Source: an optimization exercise on an open RTL-to-GDS flow (aim: a short achievable clock period and few clock cycles per item). Production flows keep margins and buffers that such runs may drop. Where RTL was checked, it was by simulation tests only, not by an equivalence proof against the original. Power is estimated from default activity; no workload was simulated.

==> 12-22: inputs <==
## meter_poll_retry_sequencer_unit
module meter_poll_retry_sequencer_unit
(
  input  wire        clk,
  input  wire        rst_n,
  input  wire        in_valid,
  output logic       in_stall,
  input  mprs_pkg::in_item_t   in_data,
  output logic       out_valid,
  input  wire        out_stall,
  output mprs_pkg::out_item_t  out_data,
  input  wire        psel,
  input  wire        penable,
  input  wire        pwrite,
  input  wire [3:0]  paddr,
  input  wire [31:0] pwdata,
  output logic [31:0] prdata,
  output logic       pready
);
==> flow/config.mk <==
export PLATFORM = sky130hd
export DESIGN_NAME = meter_poll_retry_sequencer_unit
export DESIGN_NICKNAME = meter_poll_retry_sequencer_unit
export VERILOG_FILES = /design/flow/design.v
export SDC_FILE = /design/flow/constraint.sdc
export NUM_CORES = 4
export LEC_CHECK = 0
export ABC_CLOCK_PERIOD_IN_PS = 2000
export CAP_MARGIN = 20
export CORE_MARGIN = 2
export CORE_UTILIZATION = 65
export SETUP_SLACK_MARGIN = 3.0
export SLEW_MARGIN = 20
==> flow/constraint.sdc <==
create_clock -name core_clock -period 5.0 [get_ports {clk}]
set_input_delay 1.0000 -clock core_clock [delete_from_list [all_inputs] [get_ports {clk}]]
set_output_delay 1.0000 -clock core_clock [all_outputs]
set_load 0.01 [all_outputs]
standard.sh (not shown) runs the stock make flow with config.mk's settings and CLKGATE_MAP_FILE= SYNTH_SCRIPT=/design/flow/synth_recipe.tcl, a recipe that flattens the netlist after the stock synthesis.
==> flow/flow/run.sh <==
#!/bin/bash
# Own layout flow: the standard synthesis and ORFS flow, with the port buffers
# inserted as real buffers (buf_4) instead of the smallest delay cell, and the
# timing repair allowed to resize across cell footprints.
set -euo pipefail
cd "$(dirname "${BASH_SOURCE[0]}")/.."
bash standard.sh synth > flow_synth.log 2>&1
export BUFFER_PORTS_ARGS="-buffer_cell sky130_fd_sc_hd__buf_4"
bash standard.sh MATCH_CELL_FOOTPRINT=0 finish > flow_layout.log 2>&1
==> 07-06: changes against 12-22 <==
--- a/flow/design.v
+++ b/flow/design.v
@@ -98,35 +98,35 @@
   output logic [31:0] prdata,
   output logic       pready
 );
   localparam int CQ_DEPTH = 4;
   logic [15:0] poll_r;
   logic [11:0] wait_r;
   logic [3:0]  retry_r;
   logic        wr_en, wr_poll, wr_wait, wr_retry;
-  logic [15:0] pollm1_r;      
+  logic [15:0] pollm2_r;      
   logic        pollle1_r;     
   logic [11:0] waitm1_r;      
   logic        waitnz_r;      
   logic [3:0]  retrym1_r;     
   logic        retrynz_r;     
   assign pready   = 1'b1;
   assign wr_en    = psel && penable && pwrite;
   assign wr_poll  = wr_en && (paddr[3:2] == REG_POLL);
   assign wr_wait  = wr_en && (paddr[3:2] == REG_WAIT);
   assign wr_retry = wr_en && (paddr[3:2] == REG_RETRY);
   always_ff @(posedge clk) begin
     if (!rst_n) begin
       poll_r    <= POLL_RST;
-      pollm1_r  <= POLL_RST - 16'd1;
+      pollm2_r  <= POLL_RST - 16'd2;
       pollle1_r <= 1'b0;
     end else if (wr_poll) begin
       poll_r    <= pwdata[15:0];
-      pollm1_r  <= pwdata[15:0] - 16'd1;
+      pollm2_r  <= pwdata[15:0] - 16'd2;
       pollle1_r <= pwdata[15:1] == 15'd0;
     end
   end
   always_ff @(posedge clk) begin
     if (!rst_n) begin
       wait_r   <= WAIT_RST;
       waitm1_r <= WAIT_RST - 12'd1;
       waitnz_r <= 1'b1;
@@ -142,53 +142,49 @@
       retrym1_r <= RETRY_RST - 4'd1;
       retrynz_r <= 1'b1;
     end else if (wr_retry) begin
       retry_r   <= pwdata[3:0];
       retrym1_r <= pwdata[3:0] - 4'd1;
       retrynz_r <= pwdata[3:0] != 4'd0;
     end
   end
-  logic [31:0] prdata_r;
-  always_ff @(posedge clk) begin
-    if (!(psel && penable)) begin
-      case (paddr[3:2])
-        REG_POLL:  prdata_r <= {16'h0000, poll_r};
-        REG_WAIT:  prdata_r <= {20'h00000, wait_r};
-        REG_RETRY: prdata_r <= {28'h0000000, retry_r};
-        default:   prdata_r <= '0;
-      endcase
-    end
+  always_comb begin
+    case (paddr[3:2])
+      REG_POLL:  prdata = {16'h0000, poll_r};
+      REG_WAIT:  prdata = {20'h00000, wait_r};
+      REG_RETRY: prdata = {28'h0000000, retry_r};
+      default:   prdata = '0;
+    endcase
   end
-  assign prdata = prdata_r;
   logic [1:0]        phase_r;
   logic              waiting_r;
   logic [3:0]        attempts_r;
   logic [11:0]       timer_r;
-  logic [15:0]       sp1_r;       
+  logic [15:0]       since_r;
   logic [RX_DEPTH:0] wptr_r;      
   logic [7:0]        vexp_r, cexp_r, pexp_r;
   logic              tlt_r, bnz_r, alt_r, sge_r;
   logic [7:0]          mem [RX_DEPTH];
   logic [RX_DEPTH-1:0] vld_r;
   logic        in_stall_r;
   logic        take, is_byte, tick, wr_ok;
-  logic [15:0] sp1_inc;
+  logic [15:0] since_inc;
   logic        busy, closed, good;
   logic        tk_poll, tk_resend, tk_count, tk_retry, tk_fail, go_exp, go_values;
   logic        res_any;
   logic [2:0]  res_act;
   function automatic logic [7:0] rd(input int a);
     rd = vld_r[a] ? mem[a] : 8'h00;
   endfunction
   assign take    = in_valid && !in_stall_r;
   assign is_byte = in_data.command == CMD_BYTE;
   assign tick    = take && !is_byte;
   assign wr_ok   = waiting_r && (phase_r != PH_IDLE) && !wptr_r[RX_DEPTH];
-  assign sp1_inc   = (sp1_r == 16'hFFFF) ? sp1_r : sp1_r + 16'd1;
+  assign since_inc = (since_r == 16'hFFFF) ? since_r : since_r + 16'd1;
   assign busy      = phase_r != PH_IDLE;
   assign closed    = busy && waiting_r && !tlt_r;
   assign good      = closed && bnz_r;
   assign tk_poll   = !busy && sge_r;
   assign tk_resend = busy && !waiting_r;
   assign tk_count  = busy && waiting_r && tlt_r;
   assign go_exp    = good && (phase_r == PH_SCALE);
   assign go_values = good && (phase_r == PH_VALUES);
@@ -241,32 +237,32 @@
     if (bc_clr) begin
       bnz_nxt = 1'b0;
     end else if (bc_inc) begin
       bnz_nxt = 1'b1;
     end else begin
       bnz_nxt = bnz_r;
     end
     if (wr_poll) begin
-      sge_nxt = sp1_r >= pwdata[15:0];
+      sge_nxt = since_inc >= pwdata[15:0];
     end else if (sn_clr) begin
       sge_nxt = pollle1_r;
     end else if (sn_inc) begin
-      sge_nxt = sge_r || (sp1_r == pollm1_r) || (sp1_r == 16'hFFFF);
+      sge_nxt = sge_r || (since_r == pollm2_r) || (since_r == 16'hFFFE);
     end else begin
       sge_nxt = sge_r;
     end
   end
   always_ff @(posedge clk) begin
     if (!rst_n) begin
       phase_r    <= PH_IDLE;
       waiting_r  <= 1'b0;
       attempts_r <= '0;
       timer_r    <= '0;
-      sp1_r      <= 16'd1;
+      since_r    <= '0;
       wptr_r     <= (RX_DEPTH + 1)'(1);
       vexp_r     <= '0;
       cexp_r     <= '0;
       pexp_r     <= '0;
       tlt_r      <= 1'b1;           
       bnz_r      <= 1'b0;
       alt_r      <= 1'b1;           
       sge_r      <= 1'b0;           
@@ -293,19 +289,19 @@
         attempts_r <= attempts_r + 4'd1;
       end
       if (tmr_clr) begin
         timer_r <= '0;
       end else if (tmr_inc) begin
         timer_r <= timer_r + 12'd1;
       end
       if (sn_clr) begin
-        sp1_r <= 16'd1;
+        since_r <= '0;
       end else if (sn_inc) begin
-        sp1_r <= sp1_inc;
+        since_r <= since_inc;
       end
       if (bc_clr) begin
         wptr_r <= (RX_DEPTH + 1)'(1);
       end else if (bc_inc) begin
         wptr_r <= {wptr_r[RX_DEPTH-1:0], 1'b0};
       end
       if (tick && go_exp) begin
         vexp_r <= rd(ADDR_VEXP);
==> flow/config.mk (replaced) <==
export PLATFORM = sky130hd
export DESIGN_NAME = meter_poll_retry_sequencer_unit
export DESIGN_NICKNAME = meter_poll_retry_sequencer_unit
export VERILOG_FILES = /design/flow/design.v
export SDC_FILE = /design/flow/constraint.sdc
export NUM_CORES = 4
export LEC_CHECK = 0
export ABC_CLOCK_PERIOD_IN_PS = 2500
export CAP_MARGIN = 20
export CORE_MARGIN = 2
export CORE_UTILIZATION = 65
export SETUP_SLACK_MARGIN = 2.5
export SLEW_MARGIN = 20
==> 08-25: changes against 12-22 <==
--- a/flow/design.v
+++ b/flow/design.v
@@ -142,28 +142,24 @@
       retrym1_r <= RETRY_RST - 4'd1;
       retrynz_r <= 1'b1;
     end else if (wr_retry) begin
       retry_r   <= pwdata[3:0];
       retrym1_r <= pwdata[3:0] - 4'd1;
       retrynz_r <= pwdata[3:0] != 4'd0;
     end
   end
-  logic [31:0] prdata_r;
-  always_ff @(posedge clk) begin
-    if (!(psel && penable)) begin
-      case (paddr[3:2])
-        REG_POLL:  prdata_r <= {16'h0000, poll_r};
-        REG_WAIT:  prdata_r <= {20'h00000, wait_r};
-        REG_RETRY: prdata_r <= {28'h0000000, retry_r};
-        default:   prdata_r <= '0;
-      endcase
-    end
+  always_comb begin
+    case (paddr[3:2])
+      REG_POLL:  prdata = {16'h0000, poll_r};
+      REG_WAIT:  prdata = {20'h00000, wait_r};
+      REG_RETRY: prdata = {28'h0000000, retry_r};
+      default:   prdata = '0;
+    endcase
   end
-  assign prdata = prdata_r;
   logic [1:0]        phase_r;
   logic              waiting_r;
   logic [3:0]        attempts_r;
   logic [11:0]       timer_r;
   logic [15:0]       sp1_r;       
   logic [RX_DEPTH:0] wptr_r;      
   logic [7:0]        vexp_r, cexp_r, pexp_r;
   logic              tlt_r, bnz_r, alt_r, sge_r;
==> flow/config.mk (replaced) <==
export PLATFORM = sky130hd
export DESIGN_NAME = meter_poll_retry_sequencer_unit
export DESIGN_NICKNAME = meter_poll_retry_sequencer_unit
export VERILOG_FILES = /design/flow/design.v
export SDC_FILE = /design/flow/constraint.sdc
export NUM_CORES = 4
export LEC_CHECK = 0
export ABC_CLOCK_PERIOD_IN_PS = 1500
export CAP_MARGIN = 20
export CORE_MARGIN = 2
export CORE_UTILIZATION = 65
export SETUP_SLACK_MARGIN = 2.5
export SLEW_MARGIN = 20
==> 12-11: changes against 12-22 <==
--- a/flow/design.v
+++ b/flow/design.v
@@ -74,16 +74,28 @@
     logic out_free;
     logic go_exp;
     logic go_values;
     logic last_val;
   } dp_status_t;
 endpackage
 `default_nettype wire
 `default_nettype none
+module mprs_rd_bit
+(
+  input  wire [1:0] sel,
+  input  wire       poll_b,
+  input  wire       wait_b,
+  input  wire       retry_b,
+  output logic      y
+);
+  assign y = sel[1] ? (retry_b && !sel[0]) : (sel[0] ? wait_b : poll_b);
+endmodule
+`default_nettype wire
+`default_nettype none
 import mprs_pkg::*;
 module meter_poll_retry_sequencer_unit
 (
   input  wire        clk,
   input  wire        rst_n,
   input  wire        in_valid,
   output logic       in_stall,
   input  mprs_pkg::in_item_t   in_data,
@@ -142,28 +154,29 @@
       retrym1_r <= RETRY_RST - 4'd1;
       retrynz_r <= 1'b1;
     end else if (wr_retry) begin
       retry_r   <= pwdata[3:0];
       retrym1_r <= pwdata[3:0] - 4'd1;
       retrynz_r <= pwdata[3:0] != 4'd0;
     end
   end
-  logic [31:0] prdata_r;
-  always_ff @(posedge clk) begin
-    if (!(psel && penable)) begin
-      case (paddr[3:2])
-        REG_POLL:  prdata_r <= {16'h0000, poll_r};
-        REG_WAIT:  prdata_r <= {20'h00000, wait_r};
-        REG_RETRY: prdata_r <= {28'h0000000, retry_r};
-        default:   prdata_r <= '0;
-      endcase
-    end
+  logic [15:0] wait_x, retry_x;
+  assign wait_x  = {4'h0, wait_r};
+  assign retry_x = {12'h000, retry_r};
+  assign prdata[31:16] = '0;
+  for (genvar b = 0; b < 16; b++) begin : g_rd
+    mprs_rd_bit u_rd (
+      .sel     (paddr[3:2]),
+      .poll_b  (poll_r[b]),
+      .wait_b  (wait_x[b]),
+      .retry_b (retry_x[b]),
+      .y       (prdata[b])
+    );
   end
-  assign prdata = prdata_r;
   logic [1:0]        phase_r;
   logic              waiting_r;
   logic [3:0]        attempts_r;
   logic [11:0]       timer_r;
   logic [15:0]       sp1_r;       
   logic [RX_DEPTH:0] wptr_r;      
   logic [7:0]        vexp_r, cexp_r, pexp_r;
   logic              tlt_r, bnz_r, alt_r, sge_r;
==> flow/config.mk (replaced) <==
export PLATFORM = sky130hd
export DESIGN_NAME = meter_poll_retry_sequencer_unit
export DESIGN_NICKNAME = meter_poll_retry_sequencer_unit
export VERILOG_FILES = /design/flow/design.v
export SDC_FILE = /design/flow/constraint.sdc
export NUM_CORES = 4
export LEC_CHECK = 0
export ABC_CLOCK_PERIOD_IN_PS = 2500
export CAP_MARGIN = 20
export CORE_MARGIN = 2
export CORE_UTILIZATION = 65
export SETUP_SLACK_MARGIN = 2.5
export SLEW_MARGIN = 20
export SYNTH_HIERARCHICAL = 1
export SYNTH_MINIMUM_KEEP_SIZE = 0
==> summary.txt <==
quantity	12-22	12-11	07-06	08-25
Outcome	no timing/DRC/antenna violations	no timing/DRC/antenna violations	no timing/DRC/antenna violations	no timing/DRC/antenna violations
Layout multi-input combinational cell count	1381	1388	1442	1355
Worst Hold Launch	vexp_r[7]	pexp_r[0]	vexp_r[5]	vexp_r[6]
Highest metal used	met4	met4	met4	met5
Share of total power consumed by net switching	0.200	0.200	0.196	0.199
Min-Delay Endpoint	ve_r[7]	pe_r[0]	ve_r[5]	ve_r[6]
Timing endpoint of the critical path	out_data[22]	prdata[0]	prdata[10]	prdata[1]
Worst Path Class, Setup	reg2out	in2out	in2out	in2out
Met2 WL post-DR	32700 um	29900 um	30900 um	29500 um
Setup slack after placement	1.78 ns	1.49 ns	1.39 ns	1.78 ns
Largest driver fanout on the critical path	1	5	6	6
Vert. Die Dim	221 um	220 um	222 um	220 um
DRT met1 WL	29100 um	27600 um	26600 um	27400 um
Met3 Routed Length	3410 um	3340 um	2770 um	3180 um
Weighted congestion reported at the end of routability-driven placement	0.891	0.840	0.906	0.858
Via count normalized by instance count	6.06	5.96	6.00	5.99
Final wirelength	66700 um	62400 um	61400 um	61400 um
Sequential power	0.00711 W	0.00695 W	0.00693 W	0.00695 W
Fraction of final layout cells sized beyond drive strength 1	0.184	0.111	0.129	0.108
First-pass GRT wire length	101000 um	97000 um	98300 um	96000 um
Synth warnings	5	11	5	5
Met2 track demand over resource	0.432	0.420	0.430	0.416
Max stage delay on crit path	0.42 ns	0.22 ns	0.15 ns	0.20 ns
Standby leakage power	13.4 nW	12.8 nW	13.0 nW	12.7 nW
Combined area of the multi-input logic cells	0.00949 sq mm	0.00866 sq mm	0.00907 sq mm	0.00848 sq mm
Testbench counts of 07-06, summed over its fixed seeds: cycles 24,013, items 24,000.
Testbench counts of 08-25, summed over its fixed seeds: cycles 24,013, items 24,000.
Only the layout flow was run in 12-22 and 12-11; the RTL was not checked for function there.

## static timing again, ports no longer ideal
In the flow no input, the clock included, has a driving cell. The finished layouts below were timed again as built, in two steps.
Step 1, drivers: a clkbuf_16 drives clk and a buf_2 each remaining input, both assumed.
Step 2 also shifts input and output timing later by t, the mid clock arrival at the registers, as if the neighbouring blocks saw the same clock.
a / b / c = ideal / step 1 / step 2; a / b = the first two.
| run | shift t [ns] | setup WS [ns] | clock arrival spread, ns |
|---|---|---|---|
| 12-22 | 0.667 | 2.813 / 2.753 / 2.194 | 0.029 / 0.029 |
| 07-06 | 0.663 | 2.379 / 2.242 / 1.954 | 0.018 / 0.017 |
| 08-25 | 0.652 | 2.360 / 2.222 / 1.986 | 0.026 / 0.026 |
| 12-11 | 0.657 | 2.340 / 2.085 / 1.933 | 0.025 / 0.025 |
After both steps setup and hold are still met in every run listed. The setup slack of 12-22, which loses most, moves by -0.060 ns with the drivers and by -0.619 ns with both steps.
